This is an optimization exercise on Yosys and OpenROAD, whose aim is small area, a short achievable clock period and few clock cycles per item, not a production implementation. At most, simulation tests tie the RTL to the original design; equivalence was not proved. No activity file was given, so power comes from the tool's default toggle rates.

==> flow/design.v <==
package me_pkg;
    localparam int BLOCK_DIM    = 4;
    localparam int BLOCK_PIX    = BLOCK_DIM * BLOCK_DIM;
    localparam int AREA_DIM     = 8;
    localparam int SEARCH_DIM   = AREA_DIM - BLOCK_DIM + 1;
    localparam int NUM_CAND     = SEARCH_DIM * SEARCH_DIM;
    localparam int SEARCH_RANGE = 2;
    localparam int PIXEL_W = 8;
    localparam int SAD_W   = 12;
    localparam int COORD_W = 3;
    localparam int MV_W    = 3;
    typedef logic [PIXEL_W-1:0] pixel_t;
    typedef logic [SAD_W-1:0] sad_t;
    typedef logic [COORD_W-1:0] coord_t;
    typedef logic [BLOCK_PIX*PIXEL_W-1:0] block_flat_t;
    typedef logic signed [MV_W-1:0] mv_t;
endpackage
`timescale 1ns/1ns
module block_buffer (
    input  logic                clk,
    input  logic                sample_block,
    input  me_pkg::pixel_t      sample,
    output me_pkg::block_flat_t block_n
);
    always_ff @(posedge clk) begin
        if (sample_block) begin
            block_n <= {~sample, block_n[me_pkg::BLOCK_PIX*me_pkg::PIXEL_W-1:me_pkg::PIXEL_W]};
        end
    end
endmodule
`timescale 1ns/1ns
module sad_cell (
    input  me_pkg::pixel_t a,
    input  me_pkg::pixel_t b_n,
    output me_pkg::pixel_t m,
    output me_pkg::pixel_t t,
    output logic           s
);
    assign {s, t} = {1'b0, a} + {1'b0, b_n};
    assign m      = t ^ {me_pkg::PIXEL_W{~s}};
endmodule
`timescale 1ns/1ns
module sad_array (
    input  logic                clk,
    input  logic                rst_n,
    input  logic                sample_block,
    input  logic                sample_valid,
    input  me_pkg::pixel_t      sample,
    input  me_pkg::block_flat_t block_n,
    output me_pkg::sad_t        sad,
    output logic                sad_valid
);
    localparam int W = me_pkg::PIXEL_W;
    me_pkg::coord_t area_row;
    me_pkg::coord_t area_col;
    logic           win_end;
    always_ff @(posedge clk or negedge rst_n) begin
        if (!rst_n) begin
            area_row <= '0;
            area_col <= '0;
        end else if (sample_block) begin
            area_row <= '0;
            area_col <= '0;
        end else if (sample_valid) begin
            area_col <= area_col + 1'b1;
            if (area_col == me_pkg::coord_t'(me_pkg::AREA_DIM - 1)) begin
                area_row <= area_row + 1'b1;
            end
        end
    end
    assign win_end = sample_valid && (area_row >= me_pkg::coord_t'(me_pkg::BLOCK_DIM - 1)) &&
                     (area_col >= me_pkg::coord_t'(me_pkg::BLOCK_DIM - 1));
    localparam int LEN = 12;
    logic [LEN*W-1:0] line;
    always_ff @(posedge clk) begin
        if (sample_valid) begin
            line <= {line[(LEN-1)*W-1:0], sample};
        end
    end
    logic [me_pkg::BLOCK_PIX-1:0][W-1:0] pix;
    logic [me_pkg::BLOCK_PIX-1:0][W-1:0] m_d;
    logic [me_pkg::BLOCK_PIX-1:0][W-1:0] t_d;
    logic [me_pkg::BLOCK_PIX-1:0] s_d;
    assign pix[0] = line[11*W +: W];
    assign pix[1] = line[11*W +: W];
    assign pix[2] = line[11*W +: W];
    assign pix[3] = line[11*W +: W];
    assign pix[4] = line[7*W +: W];
    assign pix[5] = line[7*W +: W];
    assign pix[6] = line[7*W +: W];
    assign pix[7] = line[7*W +: W];
    assign pix[8] = line[3*W +: W];
    assign pix[9] = line[3*W +: W];
    assign pix[10] = line[3*W +: W];
    assign pix[11] = line[3*W +: W];
    assign pix[12] = sample;
    assign pix[13] = sample;
    assign pix[14] = sample;
    assign pix[15] = sample;
    for (genvar j = 0; j < me_pkg::BLOCK_PIX; j++) begin : g_pix
        sad_cell i_sad_cell (
            .a   (pix[j]),
            .b_n (block_n[j*W +: W]),
            .m   (m_d[j]),
            .t   (t_d[j]),
            .s   (s_d[j])
        );
    end
    logic [me_pkg::BLOCK_PIX-1:0][W-1:0] t;
    logic [me_pkg::BLOCK_PIX-1:0][W-1:0] m;
    logic [me_pkg::BLOCK_PIX-1:0] s;
    always_ff @(posedge clk) begin
        if (sample_valid) begin
            t <= t_d;
            s <= s_d;
        end
    end
    for (genvar j = 0; j < me_pkg::BLOCK_PIX; j++) begin : g_m
        assign m[j] = t[j] ^ {W{~s[j]}};
    end
    logic [7:0] part0;
    logic [7:0] part0_d;
    logic [8:0] part0_c;
    assign part0_c = {8'(8'd0), s[0]} + {8'(m[0]), s[0]};
    assign part0_d = part0_c[8:1];
    logic [8:0] part1;
    logic [8:0] part1_d;
    logic [9:0] part1_c;
    assign part1_c = {9'(part0), s[1]} + {9'(m[1]), s[1]};
    assign part1_d = part1_c[9:1];
    logic [9:0] part2;
    logic [9:0] part2_d;
    logic [10:0] part2_c;
    assign part2_c = {10'(part1), s[2]} + {10'(m[2]), s[2]};
    assign part2_d = part2_c[10:1];
    logic [9:0] part3;
    logic [9:0] part3_d;
    logic [10:0] part3_c;
    assign part3_c = {10'(part2), s[3]} + {10'(m[3]), s[3]};
    assign part3_d = part3_c[10:1];
    logic [10:0] part4;
    logic [10:0] part4_d;
    logic [11:0] part4_c;
    assign part4_c = {11'(part3), s[4]} + {11'(m[4]), s[4]};
    assign part4_d = part4_c[11:1];
    logic [10:0] part5;
    logic [10:0] part5_d;
    logic [11:0] part5_c;
    assign part5_c = {11'(part4), s[5]} + {11'(m[5]), s[5]};
    assign part5_d = part5_c[11:1];
    logic [10:0] part6;
    logic [10:0] part6_d;
    logic [11:0] part6_c;
    assign part6_c = {11'(part5), s[6]} + {11'(m[6]), s[6]};
    assign part6_d = part6_c[11:1];
    logic [10:0] part7;
    logic [10:0] part7_d;
    logic [11:0] part7_c;
    assign part7_c = {11'(part6), s[7]} + {11'(m[7]), s[7]};
    assign part7_d = part7_c[11:1];
    logic [11:0] part8;
    logic [11:0] part8_d;
    logic [12:0] part8_c;
    assign part8_c = {12'(part7), s[8]} + {12'(m[8]), s[8]};
    assign part8_d = part8_c[12:1];
    logic [11:0] part9;
    logic [11:0] part9_d;
    logic [12:0] part9_c;
    assign part9_c = {12'(part8), s[9]} + {12'(m[9]), s[9]};
    assign part9_d = part9_c[12:1];
    logic [11:0] part10;
    logic [11:0] part10_d;
    logic [12:0] part10_c;
    assign part10_c = {12'(part9), s[10]} + {12'(m[10]), s[10]};
    assign part10_d = part10_c[12:1];
    logic [11:0] part11;
    logic [11:0] part11_d;
    logic [12:0] part11_c;
    assign part11_c = {12'(part10), s[11]} + {12'(m[11]), s[11]};
    assign part11_d = part11_c[12:1];
    logic [11:0] part12;
    logic [11:0] part12_d;
    logic [12:0] part12_c;
    assign part12_c = {12'(part11), s[12]} + {12'(m[12]), s[12]};
    assign part12_d = part12_c[12:1];
    logic [11:0] part13;
    logic [11:0] part13_d;
    logic [12:0] part13_c;
    assign part13_c = {12'(part12), s[13]} + {12'(m[13]), s[13]};
    assign part13_d = part13_c[12:1];
    logic [11:0] part14;
    logic [11:0] part14_d;
    logic [12:0] part14_c;
    assign part14_c = {12'(part13), s[14]} + {12'(m[14]), s[14]};
    assign part14_d = part14_c[12:1];
    logic [11:0] sad_d;
    logic [12:0] sad_c;
    assign sad_c = {12'(part14), s[15]} + {12'(m[15]), s[15]};
    assign sad_d = sad_c[12:1];
    always_ff @(posedge clk) begin
        if (sample_valid) begin
            part0 <= part0_d;
            part1 <= part1_d;
            part2 <= part2_d;
            part3 <= part3_d;
            part4 <= part4_d;
            part5 <= part5_d;
            part6 <= part6_d;
            part7 <= part7_d;
            part8 <= part8_d;
            part9 <= part9_d;
            part10 <= part10_d;
            part11 <= part11_d;
            part12 <= part12_d;
            part13 <= part13_d;
            part14 <= part14_d;
        end
    end
    logic win_sum;
    always_ff @(posedge clk or negedge rst_n) begin
        if (!rst_n) begin
            win_sum   <= 1'b0;
            sad_valid <= 1'b0;
        end else begin
            win_sum   <= win_end;
            sad_valid <= win_sum;
        end
    end
    always_ff @(posedge clk) begin
        sad <= sad_d;
    end
endmodule
`timescale 1ns/1ns
module min_search (
    input  logic           clk,
    input  logic           rst_n,
    input  logic           sample_block,
    input  me_pkg::sad_t   sad,
    input  logic           sad_valid,
    output logic           out_valid,
    output me_pkg::mv_t    out_vector
);
    me_pkg::coord_t cand_row;
    me_pkg::coord_t cand_col;
    me_pkg::sad_t   min_sad;
    me_pkg::mv_t    best_x;
    me_pkg::mv_t    best_y;
    logic           first;
    logic           last;
    logic           less;
    logic           y_cycle;
    always_ff @(posedge clk or negedge rst_n) begin
        if (!rst_n) begin
            cand_row <= '0;
            cand_col <= '0;
        end else if (sample_block) begin
            cand_row <= '0;
            cand_col <= '0;
        end else if (sad_valid) begin
            if (cand_col == me_pkg::coord_t'(me_pkg::SEARCH_DIM - 1)) begin
                cand_col <= '0;
                cand_row <= (cand_row == me_pkg::coord_t'(me_pkg::SEARCH_DIM - 1)) ?
                            '0 : cand_row + 1'b1;
            end else begin
                cand_col <= cand_col + 1'b1;
            end
        end
    end
    assign first = (cand_row == '0) && (cand_col == '0);
    assign last  = sad_valid && (cand_row == me_pkg::coord_t'(me_pkg::SEARCH_DIM - 1)) &&
                   (cand_col == me_pkg::coord_t'(me_pkg::SEARCH_DIM - 1));
    assign less  = sad < min_sad;
    always_ff @(posedge clk) begin
        if (sad_valid && (first || less)) begin
            min_sad <= sad;
            best_x  <= me_pkg::mv_t'(cand_col - 3'd2);
            best_y  <= me_pkg::mv_t'(3'd2 - cand_row);
        end
    end
    always_ff @(posedge clk or negedge rst_n) begin
        if (!rst_n) begin
            y_cycle <= 1'b0;
        end else begin
            y_cycle <= last;
        end
    end
    always_ff @(posedge clk) begin
        out_valid  <= last || y_cycle;
        out_vector <= last    ? (less ? me_pkg::mv_t'(3'sd2) : best_x) :
                      y_cycle ? best_y : '0;
    end
endmodule
`timescale 1ns/1ns
module me_top (
    input  logic           clk,
    input  logic           rst_n,
    input  logic           block_valid,
    input  logic           area_valid,
    input  me_pkg::pixel_t in_data,
    output logic           out_valid,
    output me_pkg::mv_t    out_vector
);
    me_pkg::pixel_t      sample;
    logic                sample_block;
    logic                sample_valid;
    me_pkg::block_flat_t block_n;
    me_pkg::sad_t        sad;
    logic                sad_valid;
    always_ff @(posedge clk) begin
        sample <= in_data;
    end
    always_ff @(posedge clk or negedge rst_n) begin
        if (!rst_n) begin
            sample_block <= 1'b0;
            sample_valid <= 1'b0;
        end else begin
            sample_block <= block_valid;
            sample_valid <= area_valid;
        end
    end
    block_buffer i_block_buffer (
        .clk          (clk),
        .sample_block (sample_block),
        .sample       (sample),
        .block_n      (block_n)
    );
    sad_array i_sad_array (
        .clk          (clk),
        .rst_n        (rst_n),
        .sample_block (sample_block),
        .sample_valid (sample_valid),
        .sample       (sample),
        .block_n      (block_n),
        .sad          (sad),
        .sad_valid    (sad_valid)
    );
    min_search i_min_search (
        .clk          (clk),
        .rst_n        (rst_n),
        .sample_block (sample_block),
        .sad          (sad),
        .sad_valid    (sad_valid),
        .out_valid    (out_valid),
        .out_vector   (out_vector)
    );
endmodule
clock: 7.0 ns
lec_check: 0
cap_margin: 20
core_margin: 2
core_utilization: 60
cts_cluster_diameter: 150
cts_cluster_size: 25
setup_slack_margin: 4.5
slew_margin: 20
run.sh (not shown) runs the stock make flow with config.mk's settings and CLKGATE_MAP_FILE= SYNTH_SCRIPT=/design/flow/synth_recipe.tcl, a recipe that flattens the netlist after the stock synthesis.
The first run completed with no timing, DRC or antenna violations.
Edit:
--- a/flow/design.v
+++ b/flow/design.v
@@ -278,18 +278,18 @@
         end
     end
     always_ff @(posedge clk or negedge rst_n) begin
         if (!rst_n) begin
-            y_cycle <= 1'b0;
+            y_cycle    <= 1'b0;
+            out_valid  <= 1'b0;
+            out_vector <= '0;
         end else begin
-            y_cycle <= last;
+            y_cycle    <= last;
+            out_valid  <= last || y_cycle;
+            out_vector <= last    ? (less ? me_pkg::mv_t'(3'sd2) : best_x) :
+                          y_cycle ? best_y : '0;
         end
     end
-    always_ff @(posedge clk) begin
-        out_valid  <= last || y_cycle;
-        out_vector <= last    ? (less ? me_pkg::mv_t'(3'sd2) : best_x) :
-                      y_cycle ? best_y : '0;
-    end
 endmodule
 `timescale 1ns/1ns
 module me_top (
     input  logic           clk,
Effect: Cell count decreases slightly. Sequential power is about the same. Count of clock-buffer cells in the layout is unchanged. Hold slack is worse by 0.0083 ns. Die area barely changes. Power came out lower slightly. Global-route usage stays flat.
Testbench counts after the change, summed over its fixed seeds: cycles 15,944, jobs 192.
No functional check of the RTL was part of the first run of this note.

## re-timing with driven ports
No port has a modelled driver above. Below, the same layouts with a new extraction and two added sets of constraints.
Step 1: set_driving_cell puts a clkbuf_16 on clk and a buf_2 on each other input, an assumption about the parent block.
Step 2 moves the port delays by t, midway between the first and last clock arrival at a register: inputs arrive t later, outputs are due t later. That takes back most of the time a late clock gives input paths.
Three values: ideal ports, drivers, drivers and shift; two values: the first two.
| run | t, ns | slack for setup (ns) | worst hold slack (ns) | pins driven straight from the clock port |
|---|---|---|---|---|
| the first run | 0.657 | 4.544 / 4.507 / 4.544 | 0.367 / 0.367 / 0.367 | 1 |
| the second run | 0.646 | 4.518 / 4.461 / 4.412 | 0.359 / 0.359 / 0.359 | 1 |
After both steps setup and hold are still met in every run listed. The setup slack of the second run, which loses most, moves by -0.057 ns with the drivers and by -0.106 ns with both steps. Setup slack includes reset recovery checks.
